Source: an optimization exercise on an open RTL-to-GDS flow (aim: a short achievable clock period and few clock cycles). Production flows keep margins and buffers that such runs may drop. The RTL was checked by simulation tests, not by an equivalence proof against the original design. No activity file was given, so power comes from the tool's default toggle rates.

===== design/flow/design.v =====
package riscv_pkg;
endpackage
`timescale 1ns/100ps
module riscv_cpu (
    input  logic                 clk,
    input  logic                 reset,
    input  logic [32-1:0]     instr,
    output logic [32-1:0]     pc,
    input  logic [32-1:0]     read_data,
    output logic                 dmem_rd_en,
    output logic                 dmem_wr_en,
    output logic [32-1:0]     dmem_addr,
    output logic [32-1:0]     dmem_wr_data,
    input  logic                 cache_stall
);
    function automatic logic sum_is_zero(input logic [31:0] x, input logic [31:0] y,
                                         input logic cin);
        logic [31:0] t;
        logic [31:0] g;
        t = x ^ y;
        g = x | y;
        sum_is_zero = (t[0] == cin) && ((t[31:1] ^ g[30:0]) == 31'd0);
    endfunction
    function automatic logic alu_is_zero(input logic [31:0] x, input logic [31:0] y,
                                         input logic op_add, input logic op_sub,
                                         input logic op_and, input logic op_or,
                                         input logic op_xor);
        alu_is_zero = (op_add && sum_is_zero(x, y, 1'b0))
                   || (op_sub && sum_is_zero(x, ~y, 1'b1))
                   || (op_and && ((x & y) == 32'd0))
                   || (op_or  && ((x | y) == 32'd0))
                   || (op_xor && (x == y));
    endfunction
    function automatic logic [31:0] pick(input logic [4:0] sel, input logic [31:0] own,
                                         input logic [31:0] sum, input logic [31:0] diff,
                                         input logic [31:0] lgc, input logic [31:0] ld);
        pick = ({32{sel[0]}} & own) | ({32{sel[1]}} & sum) | ({32{sel[2]}} & diff)
             | ({32{sel[3]}} & lgc) | ({32{sel[4]}} & ld);
    endfunction
    localparam int BTB_N = 4;
    logic [31:0]      pc_q;
    logic [BTB_N-1:0] btb_v;
    logic [9:0]       btb_tag [BTB_N];
    logic [31:0]      btb_tgt [BTB_N];
    logic [BTB_N-1:0] btb_ptr;    
    logic             f_valid;
    logic [31:0]      f_instr;
    logic [31:0]      f_pc;
    logic             f_pred;
    logic [BTB_N-1:0] f_hit;
    logic        d_wrd;       
    logic [4:0]  d_rd;
    logic        d_ld;
    logic        d_st;
    logic        d_br;        
    logic        d_ne;
    logic        d_add;       
    logic        d_sub;
    logic        d_and;
    logic        d_or;
    logic        d_xor;
    logic [31:0] d_a;         
    logic [31:0] d_b;         
    logic [31:0] d_s;         
    logic [31:0] d_az, d_bz;
    logic [31:0] e_sumz, e_diffz, e_lgcz;
    logic [4:0]  fa, fb, fs;  
    logic [19:0] zsel;        
    logic        z_ok;        
    logic [31:0] d_target;
    logic [31:0] d_pc;
    logic [31:0] d_fix;       
    logic        d_pred;
    logic [BTB_N-1:0] d_hit;
    logic        e_wrd;
    logic [4:0]  e_rd;
    logic        e_ld;
    logic        e_st;
    logic        e_wsum, e_wdiff, e_wlgc;   
    logic [31:0] e_sum;
    logic [31:0] e_addr;      
    logic [31:0] e_diff;
    logic [31:0] e_lgc;
    logic [31:0] e_sd;
    logic        e_zero;      
    logic [31:0] regs [1:31];
    logic        zflag [1:31];
    assign pc           = pc_q;
    assign dmem_rd_en   = e_ld;
    assign dmem_wr_en   = e_st;
    assign dmem_addr    = e_addr;
    assign dmem_wr_data = e_sd;
    logic [31:0] mem_val;
    logic        mem_zero;
    assign mem_val  = pick({e_ld, e_wlgc, e_wdiff, e_wsum, 1'b0}, 32'd0, e_sum, e_diff,
                           e_lgc, read_data);
    assign mem_zero = e_ld ? (read_data == 32'd0) : e_zero;
    always_ff @(posedge clk) begin
        if (e_wrd) begin
            regs[e_rd]  <= mem_val;
            zflag[e_rd] <= mem_zero;
        end
    end
    logic       p_op, p_opi, p_ld, p_st, p_br;
    logic       p_zcmp;       
    logic [4:0] p_r;          
    logic       p_hex, p_hmem, p_m1, p_m2, p_b1, p_b2;
    logic       p_zf;
    logic [4:0] n_rs1, n_rs2, n_r;
    logic [11:0] f_tlo;       
    logic        f_tc;        
    logic [19:0] f_pc_hi_p1, f_pc_hi_m1;
    logic [31:0] f_pc4;
    logic [2:0] n_f3;
    logic       n_f3_alu;
    assign n_rs1 = instr[19:15];
    assign n_rs2 = instr[24:20];
    assign n_r   = (n_rs1 == 5'd0) ? n_rs2 : n_rs1;
    assign n_f3  = instr[14:12];
    assign n_f3_alu = n_f3 == 3'b000 || (n_f3[2] && n_f3[1:0] != 2'b01);
    logic [6:0] opc;
    logic [2:0] f3;
    logic [4:0] rd, rs1, rs2;
    logic       is_op, is_opi, is_ld, is_st, is_br;
    logic       i_sub, i_and, i_or, i_xor, i_add;
    logic       wrd;
    logic [31:0] imm_i, imm_s, imm_b;
    assign opc = f_instr[6:0];
    assign f3  = f_instr[14:12];
    assign rd  = f_instr[11:7];
    assign rs1 = f_instr[19:15];
    assign rs2 = f_instr[24:20];
    assign is_op  = f_valid && p_op;
    assign is_opi = f_valid && p_opi;
    assign is_ld  = f_valid && p_ld;
    assign is_st  = f_valid && p_st;
    assign is_br  = f_valid && p_br;
    assign i_sub = is_op && f_instr[30];
    assign i_xor = (is_op || is_opi) && f3 == 3'b100;
    assign i_or  = (is_op || is_opi) && f3 == 3'b110;
    assign i_and = (is_op || is_opi) && f3 == 3'b111;
    assign i_add = !(i_xor || i_or || i_and || i_sub);
    assign wrd = (is_op || is_opi || is_ld) && rd != 5'd0;
    assign imm_i = {{20{f_instr[31]}}, f_instr[31:20]};
    assign imm_s = {{20{f_instr[31]}}, f_instr[31:25], f_instr[11:7]};
    assign imm_b = {{19{f_instr[31]}}, f_instr[31], f_instr[7], f_instr[30:25],
                    f_instr[11:8], 1'b0};
    always_ff @(posedge clk) begin
        if (!cache_stall) begin
            p_op   <= instr[6:0] == 7'b0110011 && n_f3_alu && instr[31] == 1'b0
                      && instr[29:25] == 5'd0 && (!instr[30] || n_f3 == 3'b000);
            p_opi  <= instr[6:0] == 7'b0010011 && n_f3_alu;
            p_ld   <= instr[6:0] == 7'b0000011 && n_f3 == 3'b010;
            p_st   <= instr[6:0] == 7'b0100011 && n_f3 == 3'b010;
            p_br   <= instr[6:0] == 7'b1100011 && n_f3[2:1] == 2'b00;
            p_zcmp <= n_rs1 == 5'd0 || n_rs2 == 5'd0;
            p_r    <= n_r;
            p_zf   <= (n_r == 5'd0) || ((e_wrd && e_rd == n_r) ? mem_zero : zflag[n_r]);
            p_hex  <= wrd && rd == n_r;
            p_hmem <= d_wrd && d_rd == n_r;
            p_m1   <= wrd && rd == n_rs1;
            p_m2   <= wrd && rd == n_rs2;
            p_b1   <= d_wrd && d_rd == n_rs1;
            p_b2   <= d_wrd && d_rd == n_rs2;
            {f_tc, f_tlo} <= {1'b0, pc_q[11:0]} + {1'b0, instr[7], instr[30:25], instr[11:8], 1'b0};
            f_pc_hi_p1 <= pc_q[31:12] + 20'd1;
            f_pc_hi_m1 <= pc_q[31:12] - 20'd1;
            f_pc4      <= pc_q + 32'd4;
        end
    end
    logic [31:0] rv1, rv2;
    assign rv1 = (rs1 == 5'd0) ? 32'd0 : (e_wrd && p_b1) ? mem_val : regs[rs1];
    assign rv2 = (rs2 == 5'd0) ? 32'd0 : (e_wrd && p_b2) ? mem_val : regs[rs2];
    logic m1, m2, m2b;
    logic [4:0] prod;         
    assign m1  = d_wrd && p_m1;
    assign m2  = d_wrd && p_m2;
    assign m2b = m2 && is_op;
    assign prod = {d_ld, d_and || d_or || d_xor, d_sub, d_add && !d_ld, 1'b0};
    logic [3:0] a_pick;
    logic [4:0] i_op;
    assign a_pick = m1 ? prod[3:0] : 4'b0001;
    assign i_op   = {i_xor, i_or, i_and, i_sub, i_add};
    logic [31:0] id_target;
    logic [31:0] id_pc4;
    assign id_target = {(f_tc == f_instr[31]) ? f_pc[31:12] : f_tc ? f_pc_hi_p1 : f_pc_hi_m1,
                        f_tlo};
    assign id_pc4    = f_pc4;
    logic [BTB_N-1:0] hit;
    logic             btb_hit;
    logic [31:0]      btb_target;
    logic             pc_hi_zero;
    assign pc_hi_zero = pc_q[31:10] == 22'd0;
    always_comb begin
        btb_target = 32'd0;
        for (int i = 0; i < BTB_N; i++) begin
            hit[i] = btb_v[i] && pc_hi_zero && btb_tag[i] == pc_q[9:0];
            btb_target = btb_target | ({32{hit[i]}} & btb_tgt[i]);
        end
    end
    assign btb_hit = |hit;
    logic [31:0] ex_a, ex_b, ex_s, ex_sum, ex_diff, ex_lgc;
    assign ex_a    = pick(fa, d_a, e_sum, e_diff, e_lgc, read_data);
    assign ex_b    = pick(fb, d_b, e_sum, e_diff, e_lgc, read_data);
    assign ex_s    = pick(fs, d_s, e_sum, e_diff, e_lgc, read_data);
    ex_adder #(.SUB(1'b0)) ex_add_inst (.fa(fa), .fb(fb), .d_a(d_a), .d_b(d_b), .e_sum(e_sum),
                          .e_diff(e_diff), .e_lgc(e_lgc), .ld(read_data), .y(ex_sum));
    ex_adder #(.SUB(1'b1)) ex_sub_inst (.fa(fa), .fb(fb), .d_a(d_a), .d_b(d_b), .e_sum(e_sum),
                          .e_diff(e_diff), .e_lgc(e_lgc), .ld(read_data), .y(ex_diff));
    assign ex_lgc  = ({32{d_and}} & (ex_a & ex_b))
                   | ({32{d_or}}  & (ex_a | ex_b))
                   | ({32{d_xor}} & (ex_a ^ ex_b));
    logic ex_zero;
    assign ex_zero = alu_is_zero(ex_a, ex_b, d_add, d_sub, d_and, d_or, d_xor);
    logic ex_eq, ex_taken, ex_redirect;
    logic exr0, exr1;         
    logic [31:0] eq_a, eq_s;
    logic        fa_ld, fs_ld;
    assign fa_ld = fa[4];
    assign fs_ld = fs[4];
    assign eq_a  = pick(fa, d_a, e_sum, e_diff, e_lgc, 32'd0);
    assign eq_s  = pick(fs, d_s, e_sum, e_diff, e_lgc, 32'd0);
    ex_compare ex_cmp_inst (.fa_ld(fa_ld), .fs_ld(fs_ld), .ld(read_data), .a(eq_a),
                            .s(eq_s), .eq(ex_eq));
    assign exr0        = d_br && (d_ne != d_pred);
    assign exr1        = d_br && (d_ne == d_pred);
    assign ex_taken    = ex_eq != d_ne;
    assign ex_redirect = ex_eq ? exr1 : exr0;
    logic [4:0]  r;
    logic        hit_ex, hit_mem;
    logic        z_ex, z_val;
    logic        id_ok;
    logic        id_taken;
    logic        id_redirect;
    assign r       = p_r;
    assign hit_ex  = d_wrd && p_hex;
    assign hit_mem = e_wrd && p_hmem;
    ex_zero_test ex_zero_inst (.zsel(zsel), .d_a(d_az), .d_b(d_bz), .e_sum(e_sumz),
                               .e_diff(e_diffz), .e_lgc(e_lgcz), .z(z_ex));
    logic use_zex, z_old;
    logic idr0, idr1;         
    logic id_a, id_b, id_c;
    assign use_zex = r != 5'd0 && hit_ex;
    assign z_old   = (r != 5'd0 && hit_mem) ? e_zero : p_zf;
    assign z_val   = use_zex ? z_ex : z_old;
    assign id_ok = p_zcmp && !(hit_ex && (d_ld || !z_ok))
                && !(!hit_ex && hit_mem && e_ld);
    assign id_taken    = z_val != f3[0];
    assign id_a        = f_valid && f_pred && !is_br;
    assign id_b        = is_br && id_ok;
    assign id_c        = f3[0] != f_pred;
    assign idr0        = id_a || (id_b && ((use_zex ? 1'b0 : z_old) != id_c));
    assign idr1        = id_a || (id_b && ((use_zex ? 1'b1 : z_old) != id_c));
    assign id_redirect = z_ex ? idr1 : idr0;
    logic             u_exr, u_idr, u_extk, u_fpred;
    logic [9:0]       u_dtag, u_ftag;
    logic [31:0]      u_dtgt, u_ftgt;
    logic [BTB_N-1:0] u_dhit, u_fhit;
    always_ff @(posedge clk) begin
        if (reset) begin
            u_exr <= 1'b0;
            u_idr <= 1'b0;
        end else begin
            u_exr <= !cache_stall && ex_redirect;
            u_idr <= !cache_stall && id_redirect;
        end
        u_extk  <= ex_taken;
        u_fpred <= f_pred;
        u_dtag  <= d_pc[9:0];
        u_dtgt  <= d_target;
        u_dhit  <= d_hit;
        u_ftag  <= f_pc[9:0];
        u_ftgt  <= id_target;
        u_fhit  <= f_hit;
    end
    logic             u_ins, u_inv;
    logic [9:0]       u_tag;
    logic [31:0]      u_tgt;
    logic [BTB_N-1:0] u_hit;
    assign u_ins = u_exr ? u_extk  : u_idr && !u_fpred;
    assign u_inv = u_exr ? !u_extk : u_idr && u_fpred;
    assign u_tag = u_exr ? u_dtag  : u_ftag;
    assign u_tgt = u_exr ? u_dtgt  : u_ftgt;
    assign u_hit = u_exr ? u_dhit  : u_fhit;
    always_ff @(posedge clk) begin
        if (reset) begin
            btb_v   <= '0;
            btb_ptr <= BTB_N'(1);
        end else if (u_ins) begin
            btb_v   <= btb_v | btb_ptr;
            btb_ptr <= {btb_ptr[BTB_N-2:0], btb_ptr[BTB_N-1]};
        end else if (u_inv) begin
            btb_v   <= btb_v & ~u_hit;
        end
    end
    always_ff @(posedge clk) begin
        if (u_ins) begin
            for (int i = 0; i < BTB_N; i++) begin
                if (btb_ptr[i]) begin
                    btb_tag[i] <= u_tag;
                    btb_tgt[i] <= u_tgt;
                end
            end
        end
    end
    logic [31:0] pc_seq, pc_id;
    logic [32:0] nx [2][2];   
    assign pc_seq  = btb_hit ? btb_target : pc_q + 32'd4;
    assign pc_id   = f_pred ? id_pc4 : id_target;
    always_comb begin
        for (int e = 0; e < 2; e++) begin
            for (int z = 0; z < 2; z++) begin
                if (reset) begin
                    nx[e][z] = {1'b0, 32'h0000_0000};
                end else if (cache_stall) begin
                    nx[e][z] = {f_valid, pc_q};
                end else if (e != 0 ? exr1 : exr0) begin
                    nx[e][z] = {1'b0, d_fix};
                end else if (z != 0 ? idr1 : idr0) begin
                    nx[e][z] = {1'b0, pc_id};
                end else begin
                    nx[e][z] = {1'b1, pc_seq};
                end
            end
        end
    end
    logic [32:0] pc_fv_next;
    pc_late_pick pc_late_inst (.ex_eq(ex_eq), .z_ex(z_ex), .n00(nx[0][0]), .n01(nx[0][1]),
                               .n10(nx[1][0]), .n11(nx[1][1]), .q(pc_fv_next));
    always_ff @(posedge clk) begin
        {f_valid, pc_q} <= pc_fv_next;
    end
    always_ff @(posedge clk) begin
        if (!cache_stall) begin
            f_instr <= instr;
            f_pc    <= pc_q;
            f_pred  <= btb_hit;
            f_hit   <= hit;
        end
    end
    always_ff @(posedge clk) begin
        if (reset || (!cache_stall && ex_redirect)) begin
            d_wrd <= 1'b0;
            d_ld  <= 1'b0;
            d_st  <= 1'b0;
            d_br  <= 1'b0;
        end else if (!cache_stall) begin
            d_wrd <= wrd;
            d_ld  <= is_ld;
            d_st  <= is_st;
            d_br  <= is_br && !id_ok;
        end
    end
    always_ff @(posedge clk) begin
        if (!cache_stall) begin
            d_rd     <= rd;
            d_ne     <= f3[0];
            d_add    <= i_add;
            d_sub    <= i_sub;
            d_and    <= i_and;
            d_or     <= i_or;
            d_xor    <= i_xor;
            d_a      <= rv1;
            d_b      <= is_op ? rv2 : is_st ? imm_s : imm_i;
            d_s      <= rv2;
            if (is_op || is_opi) begin
                d_az <= rv1;
                d_bz <= is_op ? rv2 : imm_i;
            end
            fa       <= m1  ? prod : 5'b00001;
            fb       <= m2b ? prod : 5'b00001;
            fs       <= m2  ? prod : 5'b00001;
            for (int c = 0; c < 4; c++) begin
                for (int o = 0; o < 5; o++) begin
                    zsel[c*5+o] <= a_pick[c] && i_op[o];
                end
            end
            z_ok     <= !m2b && !(m1 && d_ld);
            d_target <= id_target;
            d_pc     <= f_pc;
            d_fix    <= f_pred ? id_pc4 : id_target;
            d_pred   <= f_pred;
            d_hit    <= f_hit;
        end
    end
    always_ff @(posedge clk) begin
        if (reset) begin
            e_wrd <= 1'b0;
            e_ld  <= 1'b0;
            e_st  <= 1'b0;
        end else if (!cache_stall) begin
            e_wrd <= d_wrd;
            e_ld  <= d_ld;
            e_st  <= d_st;
        end
    end
    always_ff @(posedge clk) begin
        if (!cache_stall) begin
            e_rd    <= d_rd;
            e_wsum  <= d_add && !d_ld;
            e_wdiff <= d_sub;
            e_wlgc  <= d_and || d_or || d_xor;
            e_sum   <= ex_sum;
            if (d_wrd && d_add && !d_ld) begin
                e_sumz <= ex_sum;
            end
            if (d_wrd && d_sub) begin
                e_diffz <= ex_diff;
            end
            if (d_wrd && (d_and || d_or || d_xor)) begin
                e_lgcz <= ex_lgc;
            end
            if (d_ld || d_st) begin
                e_addr <= ex_sum;
            end
            e_diff  <= ex_diff;
            e_lgc   <= ex_lgc;
            e_sd    <= ex_s;
            e_zero  <= ex_zero;
        end
    end
endmodule
module ex_adder #(parameter logic SUB = 1'b0) (
    input  logic [4:0]  fa,
    input  logic [4:0]  fb,
    input  logic [31:0] d_a,
    input  logic [31:0] d_b,
    input  logic [31:0] e_sum,
    input  logic [31:0] e_diff,
    input  logic [31:0] e_lgc,
    input  logic [31:0] ld,
    output logic [31:0] y
);
    logic [31:0] a4, b4, a, b;
    pick4 pick_a (.sel(fa[3:0]), .own(d_a), .sum(e_sum), .diff(e_diff), .lgc(e_lgc), .y(a4));
    pick4 pick_b (.sel(fb[3:0]), .own(d_b), .sum(e_sum), .diff(e_diff), .lgc(e_lgc), .y(b4));
    assign a = fa[4] ? ld : a4;
    assign b = fb[4] ? ld : b4;
    assign y = SUB ? a - b : a + b;
endmodule
module pick4 (
    input  logic [3:0]  sel,
    input  logic [31:0] own,
    input  logic [31:0] sum,
    input  logic [31:0] diff,
    input  logic [31:0] lgc,
    output logic [31:0] y
);
    assign y = ({32{sel[0]}} & own) | ({32{sel[1]}} & sum) | ({32{sel[2]}} & diff)
             | ({32{sel[3]}} & lgc);
endmodule
module ex_zero_test (
    input  logic [19:0] zsel,
    input  logic [31:0] d_a,
    input  logic [31:0] d_b,
    input  logic [31:0] e_sum,
    input  logic [31:0] e_diff,
    input  logic [31:0] e_lgc,
    output logic        z
);
    function automatic logic sum_is_zero(input logic [31:0] x, input logic [31:0] y,
                                         input logic cin);
        logic [31:0] t;
        logic [31:0] g;
        t = x ^ y;
        g = x | y;
        sum_is_zero = (t[0] == cin) && ((t[31:1] ^ g[30:0]) == 31'd0);
    endfunction
    function automatic logic [4:0] alu_is_zero(input logic [31:0] x, input logic [31:0] y);
        alu_is_zero = {x == y, (x | y) == 32'd0, (x & y) == 32'd0,
                       sum_is_zero(x, ~y, 1'b1), sum_is_zero(x, y, 1'b0)};
    endfunction
    logic [19:0] zt;
    assign zt[4:0]   = alu_is_zero(d_a,    d_b);
    assign zt[9:5]   = alu_is_zero(e_sum,  d_b);
    assign zt[14:10] = alu_is_zero(e_diff, d_b);
    assign zt[19:15] = alu_is_zero(e_lgc,  d_b);
    assign z = |(zsel & zt);
endmodule
module pc_late_pick (
    input  logic        ex_eq,
    input  logic        z_ex,
    input  logic [32:0] n00,
    input  logic [32:0] n01,
    input  logic [32:0] n10,
    input  logic [32:0] n11,
    output logic [32:0] q
);
    assign q = ex_eq ? (z_ex ? n11 : n10) : (z_ex ? n01 : n00);
endmodule
module ex_compare (
    input  logic        fa_ld,
    input  logic        fs_ld,
    input  logic [31:0] ld,
    input  logic [31:0] a,
    input  logic [31:0] s,
    output logic        eq
);
    assign eq = fa_ld ? (fs_ld || ld == s) : fs_ld ? a == ld : a == s;
endmodule

===== design/flow/run.sh =====
#!/bin/bash
# synth_recipe.tcl (not shown) runs the flow's synth.tcl, then flattens the netlist and writes it again
# the make line also repeats each setting of config.mk as NAME=value (left out here)
make -C /OpenROAD-flow-scripts/flow DESIGN_CONFIG=/design/flow/config.mk WORK_HOME=/design/flow/orfs CLKGATE_MAP_FILE= SYNTH_SCRIPT=/design/flow/synth_recipe.tcl finish

===== design/flow/config.mk =====
export PLATFORM = sky130hd
export DESIGN_NAME = riscv_cpu
export DESIGN_NICKNAME = riscv_cpu
export VERILOG_FILES = /design/flow/design.v
export SDC_FILE = /design/flow/constraint.sdc
export NUM_CORES = 4
export LEC_CHECK = 0
export CAP_MARGIN = 20
export CORE_MARGIN = 2
export CORE_UTILIZATION = 40
export PLACE_DENSITY = 0.6
export SETUP_SLACK_MARGIN = 4.4
export SLEW_MARGIN = 20
export SYNTH_HIERARCHICAL = 1
export TNS_END_PERCENT = 100

===== design/flow/constraint.sdc =====
create_clock -name core_clock -period 7.5 [get_ports {clk}]
set_input_delay 1.5000 -clock core_clock [delete_from_list [all_inputs] [get_ports {clk}]]
set_output_delay 1.5000 -clock core_clock [all_outputs]
set_load 0.01 [all_outputs]

==> results.sh, run 1 <==
export IMPL_status="timing/DRC/antenna clean"
export IMPL_crit_chain="inv_1, ha_1, nor4_1, nand4_1, nor3_4, a41oi_2, nand4_1, or4_4, buf_12, buf_16, mux4_2"
export IMPL_grt_max_degree=120
export IMPL_grt_pass1_vias=79750
export IMPL_postSynth_asyncResetShare=0
export IMPL_reg_top3="regs: 992 flops, btb_tgt: 124 flops, btb_tag: 40 flops"
export IMPL_syn_nets=8823
export IMPL_io_buffers=164
export IMPL_ant_nets=0
export IMPL_min_delay_start="d_target[12]"
export IMPL_slew_headroom=0.2311
export IMPL_drcViolationCount=0
export IMPL_power_density_nw_per_um2=255.5
export IMPL_cp_num_buf_inv=3
export IMPL_cp_common_cell="nand4_1"
export IMPL_die_y_um=532.9
export IMPL_multiInputGateArea_um2=54210
export IMPL_worst_pin_slew_ns=1.146
export IMPL_io_pin_count=165
export IMPL_largest_reg_flops=992
export IMPL_max_freq_mhz=273.6
export IMPL_grt_util_met2=0.4744
export IMPL_rsz0062_at_grt="true"
export IMPL_synth_edf_count=1896
export IMPL_cp_startpoint="d_az[20]"
export IMPL_drt_iter0_markers=13100
export IMPL_setup_tns_final_ns=0
export IMPL_cp_start_kind="register"
export IMPL_fin_crit_sh=0.4874
export IMPL_yosysMostFrequentCell="edfxtp_1"
export IMPL_slew_violations=0
export IMPL_crit_family="simple AND/OR/NAND/NOR gates"
export IMPL_holdBufCountCts=0
export IMPL_clk_path_buf_depth=4
export IMPL_cts_tree="yes"
export IMPL_dr_pass1_iters=9
export IMPL_dr_total_vias=82960
export IMPL_area_delta_synth_final_pct=23.13
export IMPL_fin_hold_ws_ns=0.3230
export IMPL_syn_area_um2=111900
export IMPL_synthDistinctLibCells=94
export IMPL_synth_flop_cell="edfxtp_1"
export IMPL_grtUsageMet3=0.08363
export IMPL_start_util=0.4012
export IMPL_setup_violations_final=0
export IMPL_clk_latency_ns=0.96
export IMPL_clock_sinks=2048
export IMPL_ys_ff_latch=2048
export IMPL_core_um2=278900
export IMPL_yosys_warnings=14
export IMPL_routed_wl_mm=470.8
export IMPL_rows=194
export IMPL_via_per_inst=6.520
export IMPL_grt_overflow=0
export IMPL_use_met1=0.4151
export IMPL_end_kind="register"
export IMPL_arrival_ns=4.46
export IMPL_ff_latch_area_um2=60120
export IMPL_cp_required_ns=8.30
export IMPL_cts_root_buf="clkbuf_16"
export IMPL_critPathKind="reg -> reg"
export IMPL_hp_class="reg -> reg"
export IMPL_synth_top_area_cell="edfxtp_1"
export IMPL_globalplace_congestion=1.024
export IMPL_top_usage_layer="met2"
export IMPL_drive_gt1_frac=0.3052
export IMPL_netlist_instances=8201
export IMPL_nets=9414
export IMPL_grt_pass1_wl_mm=638.3
export IMPL_peakVddDrop_uv=231.7
export IMPL_ctsHtreeMaxLevel=4
export IMPL_fillers=23570
export IMPL_regMostFlops="regs"
export IMPL_cp_slowest_cell="or4_4"
export IMPL_hold_viol=0
export IMPL_r2r_setup_slack_ns=3.84
export IMPL_synth_top_area_share=0.5088
export IMPL_min_period_ns=3.655
export IMPL_hpwl_mm=295.0
export IMPL_p_leak_nw=49.17
export IMPL_grt_use_total=0.3189
export IMPL_cts_buffers=226
export IMPL_path_clk_slew_ns=0.06
export IMPL_post_drt_wl_per_cell_um=37.00
export IMPL_ys_top_cells_by_area="edfxtp_1 (51%), mux4_2 (12%), ha_1 (6.2%)"
export IMPL_die_area_um2=284000
export IMPL_die_width_um=532.9
export IMPL_fin_skew_ns=0.1023
export IMPL_ys_top_cells_by_count="edfxtp_1 (1,896), mux4_2 (582), ha_1 (552)"
export IMPL_max_stage_delay_ns=0.68
export IMPL_avgSynthCellArea_um2=13.64
export IMPL_r2r_start="d_az[20]"
export IMPL_critPathMaxFanout=6
export IMPL_drv_cap=0
export IMPL_antenna_found_initial=46
export IMPL_yosysSeqAreaShare=0.5360
final cells by class:
cell class,count,share of cell area
Tap cell,3724,0.03382
Antenna cell,27,0.0004904
Clock buffer,269,0.04311
Timing Repair inverter,5,0.0001816
Inverter,351,0.01080
Sequential cell,2048,0.4363
Clock inverter,140,0.01027
Timing Repair Buffer,856,0.07157
Multi-Input combinational cell,5304,0.3934
timing repair:
| action | CTS | global route |
|---|---|---|
| endpoints found under the setup margin | 1115 | 303 |
| setup buffers | 353 | 80 |
| pin swaps | 201 | 176 |
| resized for setup | 1287 | 278 |
| gates cloned | 40 | 18 |
| hold endpoints to repair | 0 | 0 |
routing by layer:
metal  share of wire  up-vias  wire [µm]
met2            0.43     5960     204300
met5         0.00016        -         73
met3            0.12     1436      54900
met1            0.37    42210     175100
met4           0.077       14      36410
li1                -    33340          -
worst paths after layout:
| kind | to | depth (start not counted) |
|---|---|---|
| worst max-delay path | pc_q[14] | 11 |
| worst min-delay path | u_dtgt[12] | 0 |
| worst max register to register | pc_q[14] | 11 |
| worst min register to register | u_dtgt[12] | 0 |
report_power, final:
part	switching (mW)	internal (mW)	total [mW]
Sequential	0.857	13.7	14.6
Combinational	5.56	3.75	9.30
Clock	4.87	6.44	11.3
per-module statistics from Yosys, one instance, submodules excluded, a selection:
module | area, µm² | flops+latches
riscv_cpu | 93220 | 2048
pc_late_pick | 844.6 | 0
ex_zero_test | 8989 | 0
pick4 | 679.4 | 0
ex_compare | 1061 | 0
worst reg2reg max path, delay by kind of cell, from the launching register on:
| family | cells | cell delay [ns] |
|---|---|---|
| AND/OR/NAND/NOR | 5 | 1.21 |
| buffers and inverters | 3 | 0.65 |
| multiplexers | 1 | 0.44 |
| adder cells (fa/ha/maj) | 1 | 0.43 |
| AO/OA/AOI/OAI | 1 | 0.28 |
| flip-flops | 1 | 0.55 |
placed cells by master, fill, tap and decap left out, drive strengths merged, types with 22 or more instances in the layout:
cell	instances
nor4	134
nor2b	38
nor3	74
and2	27
xor2	279
nor2	402
a221o	22
mux4	585
ha	552
a21oi	277
o31ai	39
o21ai	138
clkdlybuf4s15	39
xnor2	295
a21o	151
nand4	219
clkbuf	282
clkinv	94
clkdlybuf4s50	26
edfxtp	1896
and3	46
dfxtp	152
diode	27
mux2i	258
bufinv	23
nand2	525
dlygate4sd2	49
inv	321
mux2	174
a22oi	544
buf	715
a211oi	128
nand3	49
a31oi	59
clkinvlp	58
stage by stage:
| stage | area (µm²) | instances | total power [mW] | utilization | setup WS, ns |
|---|---|---|---|---|---|
| after floorplan | 112900 | 8201 | 18.81 | - | 3.207 |
| after global placement | 119000 | 11800 | 21.76 | 0.4265 | 2.084 |
| after detailed placement | 119000 | 11800 | 21.83 | 0.4266 | 2.133 |
| after CTS | 135200 | 12600 | 34.38 | 0.4849 | 3.910 |
| after global routing | 137700 | 12700 | 36.06 | 0.4938 | 3.788 |
| final | 137800 | 12720 | 35.21 | 0.4940 | 3.845 |
kinds of logic (layout without fill, tap and decap cells):
| group | count (synthesis) | count (layout) | synth area share |
|---|---|---|---|
| xor gates and xnor gates | 574 | 574 | 0.04493 |
| other | 0 | 27 | 0 |
| and+or+nand+nor | 1604 | 1605 | 0.06937 |
| DFF | 2048 | 2048 | 0.5360 |
| AOI/OAI and AO/OA | 1552 | 1553 | 0.09706 |
| muxes | 1017 | 1017 | 0.1584 |
| adders and majority gates | 555 | 555 | 0.06226 |
| buffers and inverters | 851 | 1621 | 0.03192 |
Testbench counts, summed over its fixed seeds: cycles 40,507.
==> inputs of run 2 (changes only) <==
--- a/design/flow/design.v
+++ b/design/flow/design.v
@@ -65,6 +65,7 @@
     logic [31:0] d_az, d_bz;
     logic [31:0] e_sumz, e_diffz, e_lgcz;
     logic [4:0]  fa, fb, fs;  
+    logic [4:0]  fa_add, fb_add, fa_sub, fb_sub;
     logic [19:0] zsel;        
     logic        z_ok;        
     logic [31:0] d_target;
@@ -203,9 +204,9 @@
     assign ex_a    = pick(fa, d_a, e_sum, e_diff, e_lgc, read_data);
     assign ex_b    = pick(fb, d_b, e_sum, e_diff, e_lgc, read_data);
     assign ex_s    = pick(fs, d_s, e_sum, e_diff, e_lgc, read_data);
-    ex_adder #(.SUB(1'b0)) ex_add_inst (.fa(fa), .fb(fb), .d_a(d_a), .d_b(d_b), .e_sum(e_sum),
+    ex_adder #(.SUB(1'b0)) ex_add_inst (.fa(fa_add), .fb(fb_add), .d_a(d_a), .d_b(d_b), .e_sum(e_sum),
                           .e_diff(e_diff), .e_lgc(e_lgc), .ld(read_data), .y(ex_sum));
-    ex_adder #(.SUB(1'b1)) ex_sub_inst (.fa(fa), .fb(fb), .d_a(d_a), .d_b(d_b), .e_sum(e_sum),
+    ex_adder #(.SUB(1'b1)) ex_sub_inst (.fa(fa_sub), .fb(fb_sub), .d_a(d_a), .d_b(d_b), .e_sum(e_sum),
                           .e_diff(e_diff), .e_lgc(e_lgc), .ld(read_data), .y(ex_diff));
     assign ex_lgc  = ({32{d_and}} & (ex_a & ex_b))
                    | ({32{d_or}}  & (ex_a | ex_b))
@@ -370,6 +371,10 @@
             fa       <= m1  ? prod : 5'b00001;
             fb       <= m2b ? prod : 5'b00001;
             fs       <= m2  ? prod : 5'b00001;
+            fa_add   <= m1 && i_add  ? prod : 5'b00001;
+            fb_add   <= m2b && i_add ? prod : 5'b00001;
+            fa_sub   <= m1 && i_sub  ? prod : 5'b00001;
+            fb_sub   <= m2b && i_sub ? prod : 5'b00001;
             for (int c = 0; c < 4; c++) begin
                 for (int o = 0; o < 5; o++) begin
                     zsel[c*5+o] <= a_pick[c] && i_op[o];
@@ -486,7 +491,17 @@
     input  logic [32:0] n11,
     output logic [32:0] q
 );
-    assign q = ex_eq ? (z_ex ? n11 : n10) : (z_ex ? n01 : n00);
+    logic [32:0] nz0, nz1;
+    pick2 #(.W(66)) eq_pick (.sel(ex_eq), .a({n00, n01}), .b({n10, n11}), .y({nz0, nz1}));
+    pick2 #(.W(33)) z_pick (.sel(z_ex), .a(nz0), .b(nz1), .y(q));
+endmodule
+module pick2 #(parameter int W = 1) (
+    input  logic         sel,
+    input  logic [W-1:0] a,
+    input  logic [W-1:0] b,
+    output logic [W-1:0] y
+);
+    assign y = sel ? b : a;
 endmodule
 module ex_compare (
     input  logic        fa_ld,
==> results.sh, run 2 <==
export IMPL_die_y_um=536.2
export IMPL_fillers=24200
export IMPL_cts_buffers=226
export IMPL_arrival_ns=4.50
export IMPL_netlist_instances=8306
export IMPL_critPathMaxFanout=6
export IMPL_die_area_um2=287500
export IMPL_cp_required_ns=8.34
export IMPL_final_cell_mix="edfxtp_1 (1,916), mux4_2 (556), buf_4 (493), a22oi_1 (473), ha_1 (456)"
export IMPL_cts_tree="yes"
export IMPL_top_layer="met5"
export IMPL_power_density_nw_per_um2=257.5
export IMPL_crit_chain="inv_1, ha_1, nor4_1, nand4_1, nor3_1, buf_4, a41oi_4, nand4_1, or4_4, buf_6, buf_12, buf_16, mux2_4"
export IMPL_fin_skew_ns=0.1100
export IMPL_rows=195
export IMPL_avgSynthCellArea_um2=13.64
export IMPL_dr_total_vias=83760
export IMPL_start_util=0.4017
export IMPL_post_drt_wl_per_cell_um=37.61
export IMPL_peakVddDrop_uv=216.7
export IMPL_rsz0062_at_grt="true"
export IMPL_nets=9593
export IMPL_clock_sinks=2068
export IMPL_max_freq_mhz=273.0
export IMPL_crit_family="simple AND/OR/NAND/NOR gates"
export IMPL_drcViolationCount=0
export IMPL_synth_edf_count=1916
export IMPL_status="timing/DRC/antenna clean"
export IMPL_die_width_um=536.2
export IMPL_synth_top_area_share=0.5079
export IMPL_path_clk_slew_ns=0.07
export IMPL_slew_violations=0
export IMPL_syn_area_um2=113300
export IMPL_hp_class="reg -> reg"
export IMPL_final_core_util=0.4910
export IMPL_area_delta_synth_final_pct=22.24
export IMPL_cp_start_kind="register"
export IMPL_dr_pass1_iters=9
export IMPL_cp_common_cell="nand4_1"
export IMPL_worst_pin_slew_ns=1.430
export IMPL_synth_top_area_cell="edfxtp_1"
export IMPL_fin_hold_ws_ns=0.3356
export IMPL_hold_viol=0
export IMPL_routed_wl_mm=486.1
export IMPL_via_per_inst=6.481
export IMPL_ys_top_cells_by_area="edfxtp_1 (51%), mux4_2 (11%), ha_1 (6.1%)"
export IMPL_postSynth_asyncResetShare=0
export IMPL_cts_root_buf="clkbuf_16"
export IMPL_p_leak_nw=49.62
export IMPL_syn_nets=8928
export IMPL_max_stage_delay_ns=0.70
export IMPL_grt_use_total=0.3279
export IMPL_grt_max_degree=228
export IMPL_yosys_warnings=14
export IMPL_grt_pass1_wl_mm=657.9
export IMPL_largest_reg_flops=992
export IMPL_core_um2=282000
export IMPL_final_common_cell="edfxtp_1"
export IMPL_fin_crit_sh=0.4884
export IMPL_drt_iter0_markers=12080
export IMPL_drv_cap=0
export IMPL_grt_overflow=0
export IMPL_yosysSeqAreaShare=0.5347
export IMPL_drive_gt1_frac=0.3039
export IMPL_synthDistinctLibCells=96
export IMPL_min_period_ns=3.663
export IMPL_reg_top3="regs: 992 flops, btb_tgt: 124 flops, btb_tag: 40 flops"
export IMPL_yosysMostFrequentCell="edfxtp_1"
export IMPL_slew_headroom=0.03650
export IMPL_clk_path_buf_depth=4
export IMPL_grt_pass1_vias=81310
export IMPL_cp_slowest_cell="edfxtp_1"
export IMPL_wl_met1_mm=185.4
export IMPL_ant_nets=0
export IMPL_clk_latency_ns=0.96
export IMPL_ys_top_cells_by_count="edfxtp_1 (1,916), mux4_2 (556), ha_1 (552)"
export IMPL_met2_wirelength_mm=211.8
export IMPL_synth_flop_cell="edfxtp_1"
export IMPL_hpwl_mm=313.7
export IMPL_ys_ff_latch=2068
export IMPL_antenna_found_initial=28
export IMPL_end_kind="register"
export IMPL_globalplace_congestion=1.038
export IMPL_cp_num_buf_inv=5
export IMPL_wl_met3_mm=52.43
export IMPL_regMostFlops="regs"
export IMPL_setup_violations_final=0
export IMPL_io_buffers=164
export IMPL_io_pin_count=165
export IMPL_setup_tns_final_ns=0
export IMPL_ctsHtreeMaxLevel=4
export IMPL_critPathKind="reg -> reg"
-- run 2: layer usage --
layer | GRT usage | vias up
met3 | 0.08148 | 1311
met2 | 0.4936 | 5630
met5 | 0 | -
li1 | - | 33870
met1 | 0.4289 | 42940
met4 | 0.1939 | 8
-- run 2: repair_timing --
item | 4_1_cts | 5_1_grt
setup endpoints to repair | 1307 | 281
pin swaps | 174 | 143
hold buffers | 0 | 0
setup buffers | 377 | 109
resized for setup | 1203 | 349
gates cloned | 31 | 12
-- run 2: cell type report --
type | instances | area (µm²) | area share
repair inverters | 2 | 12.51 | 0.00009035
flip-flops and latches | 2068 | 60720 | 0.4385
multi-input cells | 5401 | 53980 | 0.3898
repair buffers | 925 | 10060 | 0.07267
diodes | 15 | 37.54 | 0.0002710
inverters | 347 | 1465 | 0.01058
clock buffers | 288 | 6146 | 0.04438
well taps | 3743 | 4683 | 0.03382
clock inverters | 136 | 1374 | 0.009920
-- run 2: worst paths after layout --
check                from    endpoint  slack [ns]  cells past startpoint
max reg2reg      d_az[19]    pc_q[27]        3.84                     13
min          d_target[12]  u_dtgt[12]        0.34                      0
min reg2reg  d_target[12]  u_dtgt[12]        0.34                      0
max              d_az[19]    pc_q[27]        3.84                     13
-- run 2: logic make-up (layout without fill, tap and decap cells) --
logic type | Yosys count | count (layout) | synth area share
xor+xnor | 573 | 573 | 0.04430
compound gates | 1559 | 1561 | 0.09645
buf+inv | 840 | 1698 | 0.03152
fa+ha+maj | 555 | 555 | 0.06149
other cells | 0 | 15 | 0
flops | 2068 | 2068 | 0.5347
mux | 1079 | 1079 | 0.1621
simple gates | 1632 | 1633 | 0.06946
-- run 2: metrics by stage --
step                      total power, mW  instances  area [µm²]  worst slack, ns
after global placement              22.20      11950      120400            1.985
final                               35.66      12930      138500            3.837
after CTS                           34.76      12790      135600            3.961
after detailed placement            22.24      11950      120400            1.965
after global routing                36.49      12920      138500            3.812
after floorplan                     18.98       8306      114200            3.474
-- run 2: power by group --
group          internal (mW)  switching [mW]
Clock                   6.51            4.93
Combinational           3.77            5.75
Sequential              13.9           0.840
Total                   24.1            11.5
-- run 2: Yosys stat by module (local to each module, per instance), a selection --
module | area [µm²] | cells inside
pick4 | 679.4 | 108
riscv_cpu | 93950 | 5965
ex_zero_test | 8989 | 1022
ex_compare | 1061 | 123
Testbench counts of run 2, summed over its fixed seeds: cycles 40,507.
==> inputs of run 3 (changes only) <==
--- a/design/flow/config.mk
+++ b/design/flow/config.mk
@@ -7,8 +7,8 @@
 export LEC_CHECK = 0
 export CAP_MARGIN = 20
 export CORE_MARGIN = 2
-export CORE_UTILIZATION = 40
-export PLACE_DENSITY = 0.6
+export CORE_UTILIZATION = 55
+export PLACE_DENSITY = 0.68
 export SETUP_SLACK_MARGIN = 4.4
 export SLEW_MARGIN = 20
 export SYNTH_HIERARCHICAL = 1
==> results.sh, run 3 <==
export IMPL_cp_start_kind="register"
export IMPL_ys_top_cells_by_area="edfxtp_1 (51%), mux4_2 (11%), ha_1 (6.1%)"
export IMPL_p_seq_frac=0.411
export IMPL_yosys_warnings=14
export IMPL_drt_iter0_markers=16080
export IMPL_arrival_ns=4.33
export IMPL_die_width_um=457.9
export IMPL_power_density_nw_per_um2=256.9
export IMPL_cts_buffers=211
export IMPL_drcViolationCount=0
export IMPL_cp_required_ns=8.16
export IMPL_die_area_um2=209600
export IMPL_ff_latch_area_um2=60720
export IMPL_critPathKind="reg -> reg"
export IMPL_fin_skew_ns=0.1024
export IMPL_io_pin_count=165
export IMPL_cp_num_buf_inv=3
export IMPL_critPathMaxFanout=32
export IMPL_clock_sinks=2068
export IMPL_netlist_instances=8306
export IMPL_synth_flop_cell="edfxtp_1"
export IMPL_hp_class="reg -> reg"
export IMPL_min_period_ns=3.670
export IMPL_ys_ff_latch=2068
export IMPL_antenna_found_initial=40
export IMPL_syn_area_um2=113300
export IMPL_place_area_um2=119200
export IMPL_yosysSeqAreaShare=0.5347
export IMPL_final_core_util=0.6824
export IMPL_crit_chain="buf_12, a22oi_2, nand2_1, mux2_4, ha_4, buf_4, a21o_4, a31o_4, a2111oi_4, a2111oi_4, buf_4, a211oi_4"
export IMPL_ys_top_cells_by_count="edfxtp_1 (1,916), mux4_2 (556), ha_1 (552)"
export IMPL_worst_pin_slew_ns=1.315
export IMPL_grt_max_degree=114
export IMPL_synth_top_area_cell="edfxtp_1"
export IMPL_ctsHtreeMaxLevel=4
export IMPL_syn_nets=8928
export IMPL_crit_family="compound AO/OA/AOI/OAI gates"
export IMPL_combPwrFrac=0.282
export IMPL_fin_area_um2=139600
export IMPL_dr_pass1_iters=10
export IMPL_synthDistinctLibCells=96
export IMPL_final_cell_mix="edfxtp_1 (1,916), mux4_2 (556), buf_4 (544), a22oi_1 (482), nand2_1 (467)"
export IMPL_power_switching_mw=11.92
export IMPL_cts_tree="yes"
export IMPL_setup_tns_final_ns=0
export IMPL_postSynth_asyncResetShare=0
export IMPL_grt_overflow=0
export IMPL_dr_total_vias=88450
export IMPL_regMostFlops="regs"
export IMPL_start_util=0.5538
export IMPL_setup_violations_final=0
export IMPL_rows=166
export IMPL_synth_top_area_share=0.5079
export IMPL_path_clk_slew_ns=0.06
export IMPL_hpwl_mm=302.7
export IMPL_max_stage_delay_ns=0.43
export IMPL_rsz0062_at_grt="true"
export IMPL_clk_latency_ns=0.93
export IMPL_yosysMostFrequentCell="edfxtp_1"
export IMPL_grt_use_total=0.4654
export IMPL_reg_top3="regs: 992 flops, btb_tgt: 124 flops, btb_tag: 40 flops"
export IMPL_core_um2=204600
export IMPL_slew_headroom=0.1236
export IMPL_grt_pass1_wl_mm=675.2
export IMPL_avgSynthCellArea_um2=13.64
export IMPL_via_per_inst=7.377
export IMPL_fillers=13690
export IMPL_post_drt_wl_per_cell_um=42.15
export IMPL_routed_wl_mm=505.3
export IMPL_largest_reg_flops=992
export IMPL_area_delta_synth_final_pct=23.22
export IMPL_slew_violations=0
export IMPL_synth_edf_count=1916
export IMPL_cp_slowest_cell="edfxtp_1"
export IMPL_holdBufCountCts=0
export IMPL_status="timing/DRC/antenna clean"
export IMPL_hold_viol=0
export IMPL_multiInputGateArea_um2=54790
export IMPL_io_buffers=164
export IMPL_die_y_um=457.9
export IMPL_fin_crit_sh=0.4893
export IMPL_max_freq_mhz=272.5
export IMPL_drive_gt1_frac=0.3140
export IMPL_p_leak_nw=50.56
export IMPL_grt_pass1_vias=84100
export IMPL_p_int_mw=23.95
export IMPL_swShare=0.3324
export IMPL_final_common_cell="edfxtp_1"
export IMPL_cts_root_buf="clkbuf_16"
export IMPL_globalplace_congestion=1.053
export IMPL_pwr_share_clk=0.307
export IMPL_clk_path_buf_depth=3
export IMPL_end_kind="register"
export IMPL_peakVddDrop_uv=291.6
export IMPL_ant_nets=0
export IMPL_drv_cap=0
export IMPL_nets=9720
## run 3: worst reg2reg max path, stage by stage (launching register included)
cell	delay, ns
edfxtp_1	0.43
buf_12	0.20
a22oi_2	0.33
nand2_1	0.14
mux2_4	0.31
ha_4	0.26
buf_4	0.17
a21o_4	0.24
a31o_4	0.25
a2111oi_4	0.43
a2111oi_4	0.19
buf_4	0.19
a211oi_4	0.30
## run 3: worst paths after layout
check               start          to  slack [ns]  depth (start not counted)
max             fb_add[1]  e_addr[28]        3.83                         12
max reg2reg     fb_add[1]  e_addr[28]        3.83                         12
min          d_target[11]  u_dtgt[11]        0.32                          0
min reg2reg  d_target[11]  u_dtgt[11]        0.32                          0
## run 3: cell families after synthesis
kind of cell             count (synthesis)  synth area share
AO/OA/AOI/OAI                         1559           0.09645
XOR/XNOR                               573           0.04430
adder cells (fa/ha/maj)                555           0.06149
buffers and inverters                  840           0.03152
flip-flops                            2068            0.5347
multiplexers                          1079            0.1621
AND/OR/NAND/NOR                       1632           0.06946
## run 3: layout make-up
class,count,area share
timing repair inverter,4,0.0002241
clock buffer,271,0.04069
clock inverter,120,0.01051
inverter,347,0.01046
tap,2688,0.02409
sequential,2068,0.4350
antenna,26,0.0004661
multi-input combinational,5404,0.3925
timing repair buffer,1062,0.08610
## run 3: through the flow
step | power, mW | setup WS, ns | std cells | hold slack [ns]
2_1_floorplan | 18.98 | 3.474 | 8306 | 0.3233
3_3_place_gp | 22.26 | 1.988 | 10910 | 0.3239
3_5_place_dp | 22.32 | 2.028 | 10920 | 0.3269
4_1_cts | 34.37 | 4.009 | 11760 | 0.3284
5_1_grt | 36.42 | 3.810 | 11970 | 0.3165
6_report | 35.87 | 3.830 | 11990 | 0.3205
## run 3: power by group through the flow
stage,clock (mW),sequential [mW],combinational [mW]
3_3_place_gp,0,15.0,7.24
6_report,11.0,14.7,10.1
2_1_floorplan,0,14.5,4.51
5_1_grt,11.4,14.7,10.3
3_5_place_dp,0,15.0,7.31
4_1_cts,10.9,14.7,8.77
## run 3: what timing repair did
| item | in CTS | in global routing |
|---|---|---|
| buffers inserted | 404 | 185 |
| hold endpoints to repair | 0 | 0 |
| resized for setup | 1198 | 426 |
| setup endpoints to repair | 833 | 406 |
| gates cloned | 51 | 15 |
| pin swaps | 135 | 183 |
## run 3: modules after synthesis (local to each module, per instance), excerpt
module	area, µm²	cells inside
pick4	679.4	108
riscv_cpu	93950	5965
ex_compare	1061	123
ex_zero_test	8989	1022
## run 3: routing by layer
| metal | track usage | wire [µm] | vias to the layer above |
|---|---|---|---|
| met3 | 0.1574 | 71350 | 2254 |
| met4 | 0.3490 | 51010 | 30 |
| li1 | - | - | 34100 |
| met2 | 0.6864 | 218300 | 8234 |
| met5 | 0.003444 | 270 | - |
| met1 | 0.5681 | 164400 | 43840 |
==> inputs of run 4 (changes only) <==
==> design/flow/flow/run.sh (new file) <==
#!/bin/bash
# The standard layout, with two resizer settings changed: port buffers are buf_8 cells
# rather than the library's delay buffers, and timing repair may swap a cell for one of
# another footprint (so port buffers and slow cells can be resized).
set -euo pipefail
bash standard.sh MATCH_CELL_FOOTPRINT=0 "BUFFER_PORTS_ARGS=-buffer_cell sky130_fd_sc_hd__buf_8" finish > standard_flow.log 2>&1
==> design/flow/standard.sh (new file) <==
#!/bin/bash
# synth_recipe.tcl (not shown) runs the flow's synth.tcl, then flattens the netlist and writes it again
# the make line also repeats each setting of config.mk as NAME=value (left out here)
make -C /OpenROAD-flow-scripts/flow DESIGN_CONFIG=/design/flow/config.mk WORK_HOME=/design/flow/orfs CLKGATE_MAP_FILE= SYNTH_SCRIPT=/design/flow/synth_recipe.tcl "${@:-finish}"
--- a/design/flow/config.mk
+++ b/design/flow/config.mk
@@ -7,8 +7,8 @@
 export LEC_CHECK = 0
 export CAP_MARGIN = 20
 export CORE_MARGIN = 2
-export CORE_UTILIZATION = 55
-export PLACE_DENSITY = 0.68
+export CORE_UTILIZATION = 40
+export PLACE_DENSITY = 0.6
 export SETUP_SLACK_MARGIN = 4.4
 export SLEW_MARGIN = 20
 export SYNTH_HIERARCHICAL = 1
removed: design/flow/run.sh
==> results.sh, run 4 <==
export IMPL_status="timing/DRC/antenna clean"
export IMPL_antenna_found_initial=33
export IMPL_final_cell_mix="edfxtp_1 (1,916), mux4_2 (556), a22oi_1 (490), nand2_1 (449), buf_4 (442)"
export IMPL_cp_start_kind="register"
export IMPL_postSynth_asyncResetShare=0
export IMPL_yosys_warnings=14
export IMPL_avgSynthCellArea_um2=13.64
export IMPL_die_y_um=536.2
export IMPL_synth_flop_cell="edfxtp_1"
export IMPL_fin_area_um2=139800
export IMPL_clock_sinks=2068
export IMPL_drv_cap=0
export IMPL_core_um2=282000
export IMPL_synth_top_area_share=0.5079
export IMPL_grt_max_degree=133
export IMPL_hpwl_mm=317.2
export IMPL_cts_tree="yes"
export IMPL_globalplace_congestion=1.037
export IMPL_instances_no_fill=12900
export IMPL_power_density_nw_per_um2=259.2
export IMPL_clk_latency_ns=0.95
export IMPL_r2r_start="fs[0]"
export IMPL_rows=195
export IMPL_rsz0062_at_grt="true"
export IMPL_p_leak_nw=49.96
export IMPL_io_pin_count=165
export IMPL_fin_skew_ns=0.06870
export IMPL_io_buffers=164
export IMPL_min_delay_start="d_target[7]"
export IMPL_grt_pass1_wl_mm=678.4
export IMPL_setup_tns_final_ns=0
export IMPL_reg2regPathDepth=15
export IMPL_min_period_ns=3.764
export IMPL_cp_startpoint="fs[0]"
export IMPL_dr_total_vias=84510
export IMPL_max_stage_delay_ns=0.42
export IMPL_cp_slowest_cell="edfxtp_1"
export IMPL_synth_edf_count=1916
export IMPL_hold_viol=0
export IMPL_slew_headroom=0.1456
export IMPL_drcViolationCount=0
export IMPL_clk_path_buf_depth=4
export IMPL_final_common_cell="edfxtp_1"
export IMPL_regMostFlops="regs"
export IMPL_die_width_um=536.2
export IMPL_ctsHtreeMaxLevel=4
export IMPL_critPathKind="reg -> reg"
export IMPL_setup_violations_final=0
export IMPL_crit_chain="buf_6, buf_12, clkbuf_16, a22oi_1, nand2_2, mux2i_1, xor2_1, nand4_1, nor3_4, buf_4, buf_8, a32o_4, buf_12, mux2_4, mux2_4"
export IMPL_whs_path_depth=0
export IMPL_slew_violations=0
export IMPL_cts_buffers=227
export IMPL_via_per_inst=6.549
export IMPL_ys_top_cells_by_count="edfxtp_1 (1,916), mux4_2 (556), ha_1 (552)"
export IMPL_drt_iter0_markers=13100
export IMPL_path_clk_slew_ns=0.06
export IMPL_routed_wl_mm=501.2
export IMPL_reg_top3="regs: 992 flops, btb_tgt: 124 flops, btb_tag: 40 flops"
export IMPL_drive_gt1_frac=0.3110
export IMPL_area_delta_synth_final_pct=23.42
export IMPL_critPathMaxFanout=8
export IMPL_synth_top_area_cell="edfxtp_1"
export IMPL_holdBufCountCts=0
export IMPL_worst_pin_slew_ns=1.268
export IMPL_crit_family="buffers and inverters"
export IMPL_final_core_util=0.4958
export IMPL_nets=9567
export IMPL_grt_pass1_vias=82240
export IMPL_syn_area_um2=113300
export IMPL_grt_overflow=0
export IMPL_yosysMostFrequentCell="edfxtp_1"
export IMPL_post_drt_wl_per_cell_um=38.84
export IMPL_dr_pass1_iters=7
export IMPL_hp_class="reg -> reg"
export IMPL_ys_top_cells_by_area="edfxtp_1 (51%), mux4_2 (11%), ha_1 (6.1%)"
export IMPL_fin_crit_sh=0.5019
export IMPL_ant_nets=0
export IMPL_netlist_instances=8306
export IMPL_place_area_um2=121200
export IMPL_cp_num_buf_inv=6
export IMPL_synthDistinctLibCells=96
export IMPL_syn_nets=8928
export IMPL_largest_reg_flops=992
export IMPL_die_area_um2=287500
export IMPL_cts_root_buf="clkbuf_16"
export IMPL_cp_required_ns=8.30
export IMPL_dp_cells=11940
export IMPL_yosysSeqAreaShare=0.5347
export IMPL_end_kind="register"
export IMPL_peakVddDrop_uv=247.1
export IMPL_path_depth=15
export IMPL_start_util=0.4017
export IMPL_max_freq_mhz=265.7
export IMPL_grt_use_total=0.3404
export IMPL_ys_ff_latch=2068
export IMPL_arrival_ns=4.57
[run 4: layer usage]
metal | vias to the layer above | share of wire | global-route usage
met2 | 6169 | 0.44 | 0.5050
met4 | 6 | 0.071 | 0.2057
li1 | 33820 | - | -
met5 | - | 0.00010 | 0
met1 | 43150 | 0.38 | 0.4437
met3 | 1364 | 0.11 | 0.09376
[run 4: power breakdown]
group,internal [mW],switching (mW)
logic,4.05,6.05
clock network,6.49,4.96
registers,13.9,0.832
total,24.4,11.8
[run 4: kinds of logic after synthesis]
group           after synthesis  share of synthesized area
fa+ha+maj                   555                    0.06149
mux                        1079                     0.1621
buf+inv                     840                    0.03152
simple gates               1632                    0.06946
flops                      2068                     0.5347
compound gates             1559                    0.09645
xor+xnor                    573                    0.04430
[run 4: what timing repair did]
| item | 4_1_cts | 5_1_grt |
|---|---|---|
| setup endpoints to repair | 1021 | 305 |
| resized for setup | 900 | 242 |
| buffers inserted | 377 | 82 |
| pin swaps | 180 | 139 |
| gates cloned | 51 | 10 |
[run 4: Yosys stat by module, one instance, submodules excluded, a selection]
| module | flops+latches | area [µm²] | cells inside |
|---|---|---|---|
| pick4 | 0 | 679.4 | 108 |
| riscv_cpu | 2068 | 93950 | 5965 |
| ex_compare | 0 | 1061 | 123 |
| ex_zero_test | 0 | 8989 | 1022 |
[run 4: worst paths after layout]
path,end,slack [ns]
max,pc_q[8],3.74
min,u_dtgt[7],0.33
max reg2reg,pc_q[8],3.74
min reg2reg,u_dtgt[7],0.33
[run 4: per-stage QoR]
stage               total power, mW  setup slack [ns]  hold slack (ns)
floorplan                     18.97             3.482           0.3233
global placement              22.43             2.389           0.3259
detailed placement            22.47             2.308           0.3269
CTS                           35.39             3.915           0.3389
global route                  37.04             3.718           0.3451
finish                        36.24             3.736           0.3333
[run 4: worst register-to-register path: stages, from the launching register on]
cell and delay, ns:
edfxtp_1 0.42, buf_6 0.16, buf_12 0.14, clkbuf_16 0.21
a22oi_1 0.22, nand2_2 0.11, mux2i_1 0.17, xor2_1 0.36
nand4_1 0.22, nor3_4 0.27, buf_4 0.16, buf_8 0.17
a32o_4 0.32, buf_12 0.17, mux2_4 0.31, mux2_4 0.27
[run 4: area by class of cell]
cell class	count	area, µm²
Timing Repair inverter	6	38.79
Antenna cell	27	67.56
Tap cell	3743	4683
Inverter	347	1424
Sequential cell	2068	60720
Multi-Input combinational cell	5400	54450
Clock inverter	146	1506
Clock buffer	272	5911
Timing Repair Buffer	895	11030
Fill cell	24000	142200
==> inputs of run 5 (changes only) <==
--- a/design/flow/design.v
+++ b/design/flow/design.v
@@ -230,6 +230,7 @@
     logic [4:0]  r;
     logic        hit_ex, hit_mem;
     logic        z_ex, z_val;
+    logic [3:0]  z_ex4;       
     logic        id_ok;
     logic        id_taken;
     logic        id_redirect;
@@ -237,7 +238,8 @@
     assign hit_ex  = d_wrd && p_hex;
     assign hit_mem = e_wrd && p_hmem;
     ex_zero_test ex_zero_inst (.zsel(zsel), .d_a(d_az), .d_b(d_bz), .e_sum(e_sumz),
-                               .e_diff(e_diffz), .e_lgc(e_lgcz), .z(z_ex));
+                               .e_diff(e_diffz), .e_lgc(e_lgcz), .z(z_ex4));
+    assign z_ex = |z_ex4;
     logic use_zex, z_old;
     logic idr0, idr1;         
     logic id_a, id_b, id_c;
@@ -326,7 +328,7 @@
         end
     end
     logic [32:0] pc_fv_next;
-    pc_late_pick pc_late_inst (.ex_eq(ex_eq), .z_ex(z_ex), .n00(nx[0][0]), .n01(nx[0][1]),
+    pc_late_pick pc_late_inst (.ex_eq(ex_eq), .z_ex4(z_ex4), .n00(nx[0][0]), .n01(nx[0][1]),
                                .n10(nx[1][0]), .n11(nx[1][1]), .q(pc_fv_next));
     always_ff @(posedge clk) begin
         {f_valid, pc_q} <= pc_fv_next;
@@ -461,7 +463,7 @@
     input  logic [31:0] e_sum,
     input  logic [31:0] e_diff,
     input  logic [31:0] e_lgc,
-    output logic        z
+    output logic [3:0]  z        
 );
     function automatic logic sum_is_zero(input logic [31:0] x, input logic [31:0] y,
                                          input logic cin);
@@ -480,11 +482,13 @@
     assign zt[9:5]   = alu_is_zero(e_sum,  d_b);
     assign zt[14:10] = alu_is_zero(e_diff, d_b);
     assign zt[19:15] = alu_is_zero(e_lgc,  d_b);
-    assign z = |(zsel & zt);
+    for (genvar c = 0; c < 4; c++) begin : g_or
+        assign z[c] = |(zsel[c*5 +: 5] & zt[c*5 +: 5]);
+    end
 endmodule
 module pc_late_pick (
     input  logic        ex_eq,
-    input  logic        z_ex,
+    input  logic [3:0]  z_ex4,    
     input  logic [32:0] n00,
     input  logic [32:0] n01,
     input  logic [32:0] n10,
@@ -493,7 +497,18 @@
 );
     logic [32:0] nz0, nz1;
     pick2 #(.W(66)) eq_pick (.sel(ex_eq), .a({n00, n01}), .b({n10, n11}), .y({nz0, nz1}));
-    pick2 #(.W(33)) z_pick (.sel(z_ex), .a(nz0), .b(nz1), .y(q));
+    z_pick #(.W(9)) z_pick0 (.z4(z_ex4), .a(nz0[8:0]),   .b(nz1[8:0]),   .y(q[8:0]));
+    z_pick #(.W(8)) z_pick1 (.z4(z_ex4), .a(nz0[16:9]),  .b(nz1[16:9]),  .y(q[16:9]));
+    z_pick #(.W(8)) z_pick2 (.z4(z_ex4), .a(nz0[24:17]), .b(nz1[24:17]), .y(q[24:17]));
+    z_pick #(.W(8)) z_pick3 (.z4(z_ex4), .a(nz0[32:25]), .b(nz1[32:25]), .y(q[32:25]));
+endmodule
+module z_pick #(parameter int W = 1) (
+    input  logic [3:0]   z4,
+    input  logic [W-1:0] a,
+    input  logic [W-1:0] b,
+    output logic [W-1:0] y
+);
+    assign y = (|z4) ? b : a;
 endmodule
 module pick2 #(parameter int W = 1) (
     input  logic         sel,
==> results.sh, run 5 <==
export IMPL_status="timing/DRC/antenna clean"
export IMPL_max_freq_mhz=277.0
export IMPL_setup_tns_final_ns=0
export IMPL_peakVddDrop_uv=209.4
export IMPL_io_pin_count=165
export IMPL_critPathMaxFanout=8
export IMPL_post_drt_wl_per_cell_um=38.79
export IMPL_slew_headroom=0.1462
export IMPL_syn_area_um2=113400
export IMPL_cp_required_ns=8.29
export IMPL_ys_top_cells_by_count="edfxtp_1 (1,916), a22oi_1 (552), ha_1 (552)"
export IMPL_clock_sinks=2068
export IMPL_synth_flop_cell="edfxtp_1"
export IMPL_drcViolationCount=0
export IMPL_arrival_ns=4.40
export IMPL_rsz0062_at_grt="true"
export IMPL_ys_top_cells_by_area="edfxtp_1 (51%), mux4_2 (11%), ha_1 (6.1%)"
export IMPL_io_buffers=164
export IMPL_cts_tree="yes"
export IMPL_yosysSeqAreaShare=0.5344
export IMPL_antenna_found_initial=38
export IMPL_rows=195
export IMPL_grt_pass1_wl_mm=670.4
export IMPL_grt_overflow=0
export IMPL_start_util=0.4019
export IMPL_ctsHtreeMaxLevel=4
export IMPL_min_period_ns=3.610
export IMPL_hp_class="reg -> reg"
export IMPL_fin_skew_ns=0.08521
export IMPL_p_leak_nw=49.45
export IMPL_yosysMostFrequentCell="edfxtp_1"
export IMPL_hpwl_mm=319.8
export IMPL_synthDistinctLibCells=99
export IMPL_setup_violations_final=0
export IMPL_worst_pin_slew_ns=1.272
export IMPL_die_width_um=536.3
export IMPL_synth_top_area_share=0.5076
export IMPL_largest_reg_flops=992
export IMPL_fin_hold_ws_ns=0.3004
export IMPL_synth_top_area_cell="edfxtp_1"
export IMPL_die_y_um=536.3
export IMPL_cts_root_buf="clkbuf_16"
export IMPL_dr_total_vias=83960
export IMPL_final_cell_mix="edfxtp_1 (1,916), mux4_2 (551), a22oi_1 (484), ha_1 (478), nand2_1 (451)"
export IMPL_critPathKind="reg -> reg"
export IMPL_grt_pass1_vias=81180
export IMPL_final_core_util=0.4887
export IMPL_clk_path_buf_depth=4
export IMPL_cts_buffers=227
export IMPL_power_density_nw_per_um2=260.4
export IMPL_grt_use_total=0.3350
export IMPL_ant_nets=0
export IMPL_globalplace_congestion=1.027
export IMPL_core_um2=282000
export IMPL_grt_max_degree=127
export IMPL_netlist_instances=8318
export IMPL_end_kind="register"
export IMPL_hold_viol=0
export IMPL_final_common_cell="edfxtp_1"
export IMPL_synth_edf_count=1916
export IMPL_yosys_warnings=14
export IMPL_clk_latency_ns=0.94
export IMPL_fin_crit_sh=0.4813
export IMPL_path_clk_slew_ns=0.06
export IMPL_drive_gt1_frac=0.2962
export IMPL_regMostFlops="regs"
export IMPL_cp_start_kind="register"
export IMPL_slew_violations=0
export IMPL_reg_top3="regs: 992 flops, btb_tgt: 124 flops, btb_tag: 40 flops"
export IMPL_drv_cap=0
export IMPL_via_per_inst=6.534
export IMPL_area_delta_synth_final_pct=21.59
export IMPL_die_area_um2=287700
export IMPL_dr_pass1_iters=13
export IMPL_drt_iter0_markers=12410
export IMPL_postSynth_asyncResetShare=0
export IMPL_nets=9512
export IMPL_routed_wl_mm=498.4
export IMPL_ys_ff_latch=2068
export IMPL_syn_nets=8940
export IMPL_avgSynthCellArea_um2=13.63
[run 5: cell count changes after synthesis, moves of 11 or more]
cell and delta:
nor4_1 -14, o311ai_0 +15, nand2_1 -14, a211oi_1 +11, a21o_1 +15, nand3_1 +17
nor2_1 -21, mux2_4 -30, nand4_1 +20, a221o_1 -18, mux2_2 +33
[run 5: repair_timing]
| action | CTS | global route |
|---|---|---|
| resized for setup | 704 | 281 |
| endpoints found under the setup margin | 731 | 442 |
| hold endpoints to repair | 0 | 0 |
| pin swaps | 106 | 111 |
| cloned | 35 | 13 |
| setup buffers | 315 | 93 |
| hold buffers | 0 | 0 |
[run 5: layer usage]
layer	routed length, µm	up-vias	global-route usage
li1	-	33770	-
met1	191800	43150	0.4442
met2	219000	5777	0.5076
met3	54950	1243	0.08534
met4	32320	18	0.1734
met5	391	-	0
[run 5: worst max-delay path: stages (launching register included)]
cell and delay [ns]:
edfxtp_1 0.41, buf_12 0.18, buf_12 0.15, buf_8 0.13, a22oi_2 0.14, nand2_2 0.10
mux2i_1 0.17, xor2_1 0.18, nand4_1 0.20, nor4_4 0.45, a32o_4 0.29, buf_12 0.15
clkbuf_16 0.19, clkbuf_16 0.18, mux2_4 0.30, mux2_4 0.25
[run 5: final cells by class]
class	count	area, µm²
Antenna cell	19	47.55
Clock buffer	292	6141
Clock inverter	134	1444
Fill cell	24250	144200
Inverter	346	1415
Multi-Input combinational cell	5406	53310
Sequential cell	2068	60740
Tap cell	3743	4683
Timing Repair Buffer	841	10060
[run 5: cell families (layout without fill, tap and decap cells)]
family | after synthesis | count (layout) | share of synthesized area
AO/OA/AOI/OAI | 1573 | 1573 | 0.09744
AND/OR/NAND/NOR | 1622 | 1625 | 0.07041
adder cells (fa/ha/maj) | 555 | 555 | 0.06146
flip-flops | 2068 | 2068 | 0.5344
XOR/XNOR | 571 | 571 | 0.04412
multiplexers | 1082 | 1082 | 0.1607
buffers and inverters | 847 | 1613 | 0.03144
other | 0 | 19 | 0
[run 5: where the power goes]
| group | switching (mW) | internal (mW) |
|---|---|---|
| Sequential | 0.844 | 13.9 |
| Combinational | 5.85 | 3.78 |
| Clock | 4.88 | 6.68 |
[run 5: per-stage QoR]
step                      std cells  power [mW]  worst slack, ns  area [µm²]
after floorplan                8318       18.88            3.405      113800
after global placement        11940       22.38            2.391      120900
after detailed placement      11950       22.41            2.756      120900
after CTS                     12720       35.05            4.004      135300
after global routing          12830       36.72            3.844      137800
final                         12850       35.89            3.890      137800
[run 5: worst paths after layout]
| kind | from | to | slack (ns) | cells after the start |
|---|---|---|---|---|
| min reg2reg | d_target[10] | u_dtgt[10] | 0.30 | 0 |
| max reg2reg | fs[1] | pc_q[4] | 3.89 | 15 |
| min | d_target[10] | u_dtgt[10] | 0.30 | 0 |
| max | fs[1] | pc_q[4] | 3.89 | 15 |
[run 5: per-module statistics from Yosys, one instance, submodules excluded, a selection]
module,copies in the design,flip-flops and latches
riscv_cpu,1,2068
ex_compare,1,0
pick4,4,0
ex_zero_test,1,0
Testbench counts of run 5, summed over its fixed seeds: cycles 40,507.

==> afterwards: timing with drivers on the ports <==
In the flow no input, the clock included, has a driving cell. The finished layouts below were timed again as built, in two steps.
Step 1 assumes that a clkbuf_16 drives the clock port and a buf_2 every other input.
Step 2 adds t to the input delays and takes it off the output delays; t is the mean of the earliest and latest rising clock arrival at the registers after step 1. Input paths then give back, and output paths get back, about the clock's delay inside the block.
a / b / c = ideal / step 1 / step 2; a / b = the first two.
run | t, ns | slack for setup (ns) | worst hold slack (ns) | worst register clock-pin slew, ns | worst slew at a driven data input, ns
run 1 | 1.034 | 3.845 / 3.845 / 2.922 | 0.323 / 0.323 / 0.323 | 0.07 / 0.07 | 0.15
run 2 | 1.019 | 3.837 / 3.837 / 3.011 | 0.336 / 0.336 / 0.336 | 0.07 / 0.07 | 0.18
run 3 | 0.972 | 3.830 / 3.830 / 2.995 | 0.321 / 0.321 / 0.321 | 0.07 / 0.07 | 0.18
run 4 | 1.034 | 3.736 / 3.736 / 3.125 | 0.333 / 0.333 / 0.333 | 0.07 / 0.07 | 0.22
run 5 | 1.006 | 3.890 / 3.890 / 3.162 | 0.300 / 0.300 / 0.300 | 0.08 / 0.08 | 0.25
After both steps setup and hold are still met in every run listed. The setup slack of run 1, which loses most, moves by 0.000 ns with the drivers and by -0.923 ns with both steps.
